What follows belongs to an exercise in optimizing a design on an open flow for small area and a short achievable clock period; a production flow would make more cautious choices. The RTL was checked by simulation tests, not by an equivalence proof against the original design. Power and IR drop assume default switching activity.

## the previous run
// xgmii_rx_stats_top
module xgmii_rx_stats_top (
    input  logic          sys_clk,
    input  logic          sys_rst,
    input  logic [255:0]  xgmii_rxd,
    input  logic [31:0]   xgmii_rxc,
    input  logic          clear,
    output logic          sec_tick,
    output logic [63:0]   rx_pps,
    output logic [63:0]   rx_throughput,
    output logic [63:0]   rx_errors
);
Size: roughly 3600 cells after synthesis, ~430 flip-flops, ~480 I/O pins, ~0.029 mm2 of cells after synthesis.
==> module xgmii_rx_stats, before the edit <==
module xgmii_rx_stats #(
    parameter int NCH           = 4,
    parameter int CNT_W         = 16,
    parameter int TICKS_PER_SEC = 50000,
    parameter int MAX_LEN       = 1518
) (
    input  logic                 sys_clk,
    input  logic                 sys_rst,
    input  logic [64*NCH-1:0]    xgmii_rxd,
    input  logic [8*NCH-1:0]     xgmii_rxc,
    input  logic                 clear,
    output logic                 sec_tick,
    output logic [CNT_W*NCH-1:0] rx_pps,
    output logic [CNT_W*NCH-1:0] rx_throughput,
    output logic [CNT_W*NCH-1:0] rx_errors
);
    localparam int TW = (TICKS_PER_SEC > 1) ?
                        $clog2(TICKS_PER_SEC) : 1;
    localparam logic [TW-1:0] TC = TW'(TICKS_PER_SEC - 1);
    localparam int LW = 12;
    localparam logic [LW-1:0] LMAX = {1'b0, {(LW-1){1'b1}}};
    localparam int PW0 = $clog2(8 * TICKS_PER_SEC / 73 + 2);
    localparam int PW  = (PW0 < CNT_W) ? PW0 : CNT_W;
    logic [TW-1:0] win_q;
    logic          tick_q;
    logic          win_end;
    assign win_end = (win_q == TC);
    always_ff @(posedge sys_clk or posedge sys_rst) begin
        if (sys_rst) begin
            win_q  <= '0;
            tick_q <= 1'b0;
        end else begin
            win_q  <= (clear || win_end) ? '0 : win_q + 1'b1;
            tick_q <= !clear && win_end;
        end
    end
    assign sec_tick = tick_q;
    for (genvar k = 0; k < NCH; k++) begin : g_ch
        logic             st_q;
        logic [LW-1:0]    lm_q, lm_d;
        logic [PW-1:0]    pps_q, opps_q, p;
        logic [CNT_W-1:0] byt_q, err_q;
        logic [CNT_W-1:0] obyt_q, oerr_q;
        logic [CNT_W-1:0] b, e;
        logic [7:0] ctl, dat, trm, erl, bnd;
        logic       s0, s4;
        logic [8:0] nb;              
        logic [8:0] fst;             
        logic [3:0] pc [9];          
        logic [3:0] ds;              
        logic       eb;              
        logic       any_b, any_ft, good;
        logic [1:0] ea;
        logic [CNT_W:0] eu, ev;
        logic [PW-1:0]  p1;
        logic [CNT_W:3] bxi;
        logic [3:0]     blo;
        logic [LW-1:4]  lmi;
        logic [7:0] rng;             
        logic [CNT_W:0] bx, by;
        always_comb begin
            for (int i = 0; i < 8; i++) begin
                logic [7:0] byt;
                logic       hi;
                byt    = xgmii_rxd[64*k + 8*i +: 8];
                hi     = &byt[7:3];
                ctl[i] = xgmii_rxc[8*k + i];
                dat[i] = !ctl[i];
                trm[i] = ctl[i] && hi && byt[2:0] == 3'b101;
                erl[i] = ctl[i] && hi && byt[2:0] == 3'b110;
            end
            s0 = ctl[0] && xgmii_rxd[64*k +: 8] == 8'hFB;
            s4 = ctl[4] && xgmii_rxd[64*k + 32 +: 8] == 8'hFB;
            bnd = trm | {3'b000, s4, 3'b000, s0};
            nb[0] = 1'b1;
            for (int i = 0; i < 8; i++)
                nb[i+1] = nb[i] && !bnd[i];
            fst = {nb[8], bnd & nb[7:0]};
            any_b  = !nb[8];
            any_ft = |(trm & nb[7:0]);
            eb     = |(erl & nb[7:0]);
            pc[0] = 4'd0;
            pc[1] = {3'd0, dat[0]};
            pc[2] = {3'd0, dat[0]} + {3'd0, dat[1]};
            pc[3] = pc[2] + {3'd0, dat[2]};
            pc[4] = pc[2] + ({3'd0, dat[2]} + {3'd0, dat[3]});
            pc[5] = pc[4] + {3'd0, dat[4]};
            pc[6] = pc[4] + ({3'd0, dat[4]} + {3'd0, dat[5]});
            pc[7] = pc[4] + ({3'd0, dat[4]} + {3'd0, dat[5]} +
                             {3'd0, dat[6]});
            pc[8] = pc[4] + ({3'd0, dat[4]} + {3'd0, dat[5]} +
                             {3'd0, dat[6]} + {3'd0, dat[7]});
            ds = 4'd0;
            for (int i = 0; i < 9; i++)
                ds = ds | (fst[i] ? pc[i] : 4'd0);
            lmi = lm_q[LW-1:4] + 1'b1;
            for (int j = 0; j < 8; j++)
                rng[j] = !lm_q[LW-1] &&
                         (lm_q >= LW'(64 - j)) &&
                         (lm_q <= LW'(MAX_LEN - j));
            good = st_q && any_ft && !eb && rng[ds[2:0]];
            ea = {1'b0, s0 && |bnd[7:1]} + {1'b0, s4 && |trm[7:5]};
            eu = {1'b0, err_q} + {{(CNT_W-1){1'b0}}, ea};
            ev = eu + {{CNT_W{1'b0}}, st_q && any_b};
            e  = good ? (eu[CNT_W] ? '1 : eu[CNT_W-1:0])
                      : (ev[CNT_W] ? '1 : ev[CNT_W-1:0]);
            p1 = pps_q + 1'b1;
            p  = good ? p1 : pps_q;
            bx  = {1'b0, byt_q} + {{(CNT_W+2-LW){1'b0}}, lm_q[LW-2:0]};
            bxi = bx[CNT_W:3] + 1'b1;
            blo = {1'b0, bx[2:0]} + {1'b0, ds[2:0]};
            by  = {blo[3] ? bxi : bx[CNT_W:3], blo[2:0]};
            b   = !good ? byt_q : (by[CNT_W] ? '1 : by[CNT_W-1:0]);
            if (!any_b) begin
                logic [4:0]    llo;
                logic [LW-1:0] ls;
                llo  = {1'b0, lm_q[3:0]} + {1'b0, ds};
                ls   = {llo[4] ? lmi : lm_q[LW-1:4], llo[3:0]};
                lm_d = (eb || (!lm_q[LW-1] && ls[LW-1])) ?
                       LMAX : ls;
            end else if (s4) begin
                lm_d = (|erl[7:5]) ? LMAX :
                       LW'(pc[8] - pc[5]) - LW'(7);
            end else begin
                lm_d = (|erl[7:1]) ? LMAX :
                       LW'(pc[8] - pc[1]) - LW'(7);
            end
        end
        always_ff @(posedge sys_clk or posedge sys_rst) begin
            if (sys_rst) begin
                st_q   <= 1'b0;
                pps_q  <= '0;
                byt_q  <= '0;
                err_q  <= '0;
                opps_q <= '0;
                obyt_q <= '0;
                oerr_q <= '0;
            end else begin
                if (any_b)
                    st_q <= (s4 && !(|trm[7:5])) || (s0 && !(|bnd[7:1]));
                if (clear) begin
                    pps_q  <= '0;
                    byt_q  <= '0;
                    err_q  <= '0;
                    opps_q <= '0;
                    obyt_q <= '0;
                    oerr_q <= '0;
                end else if (win_end) begin
                    pps_q  <= '0;
                    byt_q  <= '0;
                    err_q  <= '0;
                    opps_q <= p;
                    obyt_q <= b;
                    oerr_q <= e;
                end else begin
                    pps_q  <= p;
                    byt_q  <= b;
                    err_q  <= e;
                end
            end
        end
        always_ff @(posedge sys_clk)
            lm_q <= lm_d;
        assign rx_pps[CNT_W*k +: CNT_W]        = CNT_W'(opps_q);
        assign rx_throughput[CNT_W*k +: CNT_W] = obyt_q;
        assign rx_errors[CNT_W*k +: CNT_W]     = oerr_q;
    end
endmodule
export LEC_CHECK = 0
export CAP_MARGIN = 20
export CORE_MARGIN = 2
export CORE_UTILIZATION = 40
export SLEW_MARGIN = 20
create_clock -name core_clock -period 20.0 [get_ports {sys_clk}]
standard.sh (not shown) runs the stock make flow with config.mk's settings and CLKGATE_MAP_FILE= SYNTH_SCRIPT=/design/flow/synth_recipe.tcl, a recipe that flattens the netlist after the stock synthesis.
==> flow/flow/run.sh <==
#!/bin/bash
# The standard layout (standard.sh) with these changes:
#  - synthesis: the standard script (synth_recipe.tcl) with ABC run on
#    flow/map.abc instead of ORFS's speed script, and adders left to ABC
#    (no full-adder cell mapping); registers are mapped exactly as before;
#  - port buffers are plain buf_1 cells;
#  - timing repair aims SETUP_SLACK_MARGIN ns beyond the constraint.
set -euo pipefail
here=$(pwd)
export MY_ABC_SCRIPT=$here/flow/map.abc
export ADDER_MAP_FILE=
export BUFFER_PORTS_ARGS="-buffer_cell sky130_fd_sc_hd__buf_1"
export SETUP_SLACK_MARGIN=${SETUP_SLACK_MARGIN:-12}
sed "s#SYNTH_SCRIPT=[^ ]*#SYNTH_SCRIPT=$here/flow/synth.tcl#" standard.sh > standard_own.sh
grep -q "SYNTH_SCRIPT=$here/flow/synth.tcl" standard_own.sh
bash standard_own.sh > flow_make.log 2>&1
==> flow/flow/map.abc <==
strash
&get -n
&syn2
&dch -f
&nf
&put
buffer -c
upsize -c
dnsize -c
==> flow/flow/synth.tcl <==
proc synth {args} { yosys synth -nofsm -noshare {*}$args }
proc abc {args} {
  set i [lsearch -exact $args -script]
  if { $i >= 0 && [info exists ::env(MY_ABC_SCRIPT)] && $::env(MY_ABC_SCRIPT) ne "" } {
    lset args [expr { $i + 1 }] $::env(MY_ABC_SCRIPT)
  }
  yosys abc {*}$args
}
source $::env(SCRIPTS_DIR)/synth.tcl
# left out here: clear keep_hierarchy, flatten, clean up, hide names made inside functions, write 1_2_yosys.v
Both conditions hold for the previous run: the flow ran to the end and the final layout passed the timing, design-rule and antenna checks.
--- input diff the previous run..the current run ---
diff --git a/flow/design.v b/flow/design.v
--- a/flow/design.v
+++ b/flow/design.v
@@ -51,12 +51,7 @@
         logic       eb;              
         logic       any_b, any_ft, good;
-        logic [1:0] ea;
-        logic [CNT_W:0] eu, ev;
-        logic [PW-1:0]  p1;
-        logic [CNT_W:3] bxi;
-        logic [3:0]     blo;
-        logic [LW-1:4]  lmi;
+        logic [1:0]     err_n;
+        logic [CNT_W:0] es, bx, by;
         logic [7:0] rng;             
-        logic [CNT_W:0] bx, by;
         always_comb begin
             for (int i = 0; i < 8; i++) begin
@@ -94,5 +89,4 @@
             for (int i = 0; i < 9; i++)
                 ds = ds | (fst[i] ? pc[i] : 4'd0);
-            lmi = lm_q[LW-1:4] + 1'b1;
             for (int j = 0; j < 8; j++)
                 rng[j] = !lm_q[LW-1] &&
@@ -100,21 +94,16 @@
                          (lm_q <= LW'(MAX_LEN - j));
             good = st_q && any_ft && !eb && rng[ds[2:0]];
-            ea = {1'b0, s0 && |bnd[7:1]} + {1'b0, s4 && |trm[7:5]};
-            eu = {1'b0, err_q} + {{(CNT_W-1){1'b0}}, ea};
-            ev = eu + {{CNT_W{1'b0}}, st_q && any_b};
-            e  = good ? (eu[CNT_W] ? '1 : eu[CNT_W-1:0])
-                      : (ev[CNT_W] ? '1 : ev[CNT_W-1:0]);
-            p1 = pps_q + 1'b1;
-            p  = good ? p1 : pps_q;
-            bx  = {1'b0, byt_q} + {{(CNT_W+2-LW){1'b0}}, lm_q[LW-2:0]};
-            bxi = bx[CNT_W:3] + 1'b1;
-            blo = {1'b0, bx[2:0]} + {1'b0, ds[2:0]};
-            by  = {blo[3] ? bxi : bx[CNT_W:3], blo[2:0]};
-            b   = !good ? byt_q : (by[CNT_W] ? '1 : by[CNT_W-1:0]);
+            err_n = {1'b0, st_q && any_b && !good}
+                  + {1'b0, s0 && |bnd[7:1]}
+                  + {1'b0, s4 && |trm[7:5]};
+            es = {1'b0, err_q} + {{(CNT_W-1){1'b0}}, err_n};
+            e  = es[CNT_W] ? '1 : es[CNT_W-1:0];
+            p = pps_q + {{(PW-1){1'b0}}, good};
+            bx = {1'b0, byt_q} + {{(CNT_W+2-LW){1'b0}}, lm_q[LW-2:0]};
+            by = bx + {{(CNT_W-2){1'b0}}, ds[2:0]};
+            b  = !good ? byt_q : (by[CNT_W] ? '1 : by[CNT_W-1:0]);
             if (!any_b) begin
-                logic [4:0]    llo;
                 logic [LW-1:0] ls;
-                llo  = {1'b0, lm_q[3:0]} + {1'b0, ds};
-                ls   = {llo[4] ? lmi : lm_q[LW-1:4], llo[3:0]};
+                ls   = lm_q + {{(LW-4){1'b0}}, ds};
                 lm_d = (eb || (!lm_q[LW-1] && ls[LW-1])) ?
                        LMAX : ls;
### Flow results
- | flip-flop and latch area | the current run vs the previous run | 280 um2 lower |
- As of the current run, post-route standard cell area excluding fillers had fallen by a few percent compared to the previous run.
- The run with more routed wire is the previous run, not the current run.
- The current run vs the previous run — pin count of the biggest net entering global routing climbed by more than 10%
- Taking the previous run as the reference, in the current run flip-flop and latch count flat, sequential cell power stayed essentially flat, layout clock buffer count now sits lower, synthesized area went down about 8%, number of well taps -86.
- Wire length of the first global-routing pass delta (the current run − the previous run): favourable

==> re-timing with driven ports <==
The flow's constraints put no driver on any port. The routed layouts listed below were extracted and timed again, unchanged, in two steps.
Step 1 (the two cells are an assumption about what drives the block):
set clk [get_ports {sys_clk}]
set_driving_cell -lib_cell sky130_fd_sc_hd__clkbuf_16 $clk
set_driving_cell -lib_cell sky130_fd_sc_hd__buf_2 [delete_from_list [all_inputs] $clk]
Step 2 adds t to the input delays and takes it off the output delays; t is the mean of the earliest and latest rising clock arrival at the registers after step 1. Input paths then give back, and output paths get back, about the clock's delay inside the block.
a / b / c = ideal ports / drivers / drivers and shift; a / b = the first two.
run | t (ns) | setup WS [ns] | hold slack, ns | worst setup path after step 2 | latest minus earliest clock arrival (ns)
the previous run | 0.647 | 12.201 / 12.239 / 11.592 | 0.477 / 0.477 / 0.477 | input to register | 0.023 / 0.023
the current run | 0.648 | 12.034 / 12.066 / 11.418 | 0.474 / 0.474 / 0.474 | input to register | 0.016 / 0.016
After both steps setup and hold are still met in every run listed. The setup slack of the current run, which loses most, moves by +0.032 ns with the drivers and by -0.616 ns with both steps.
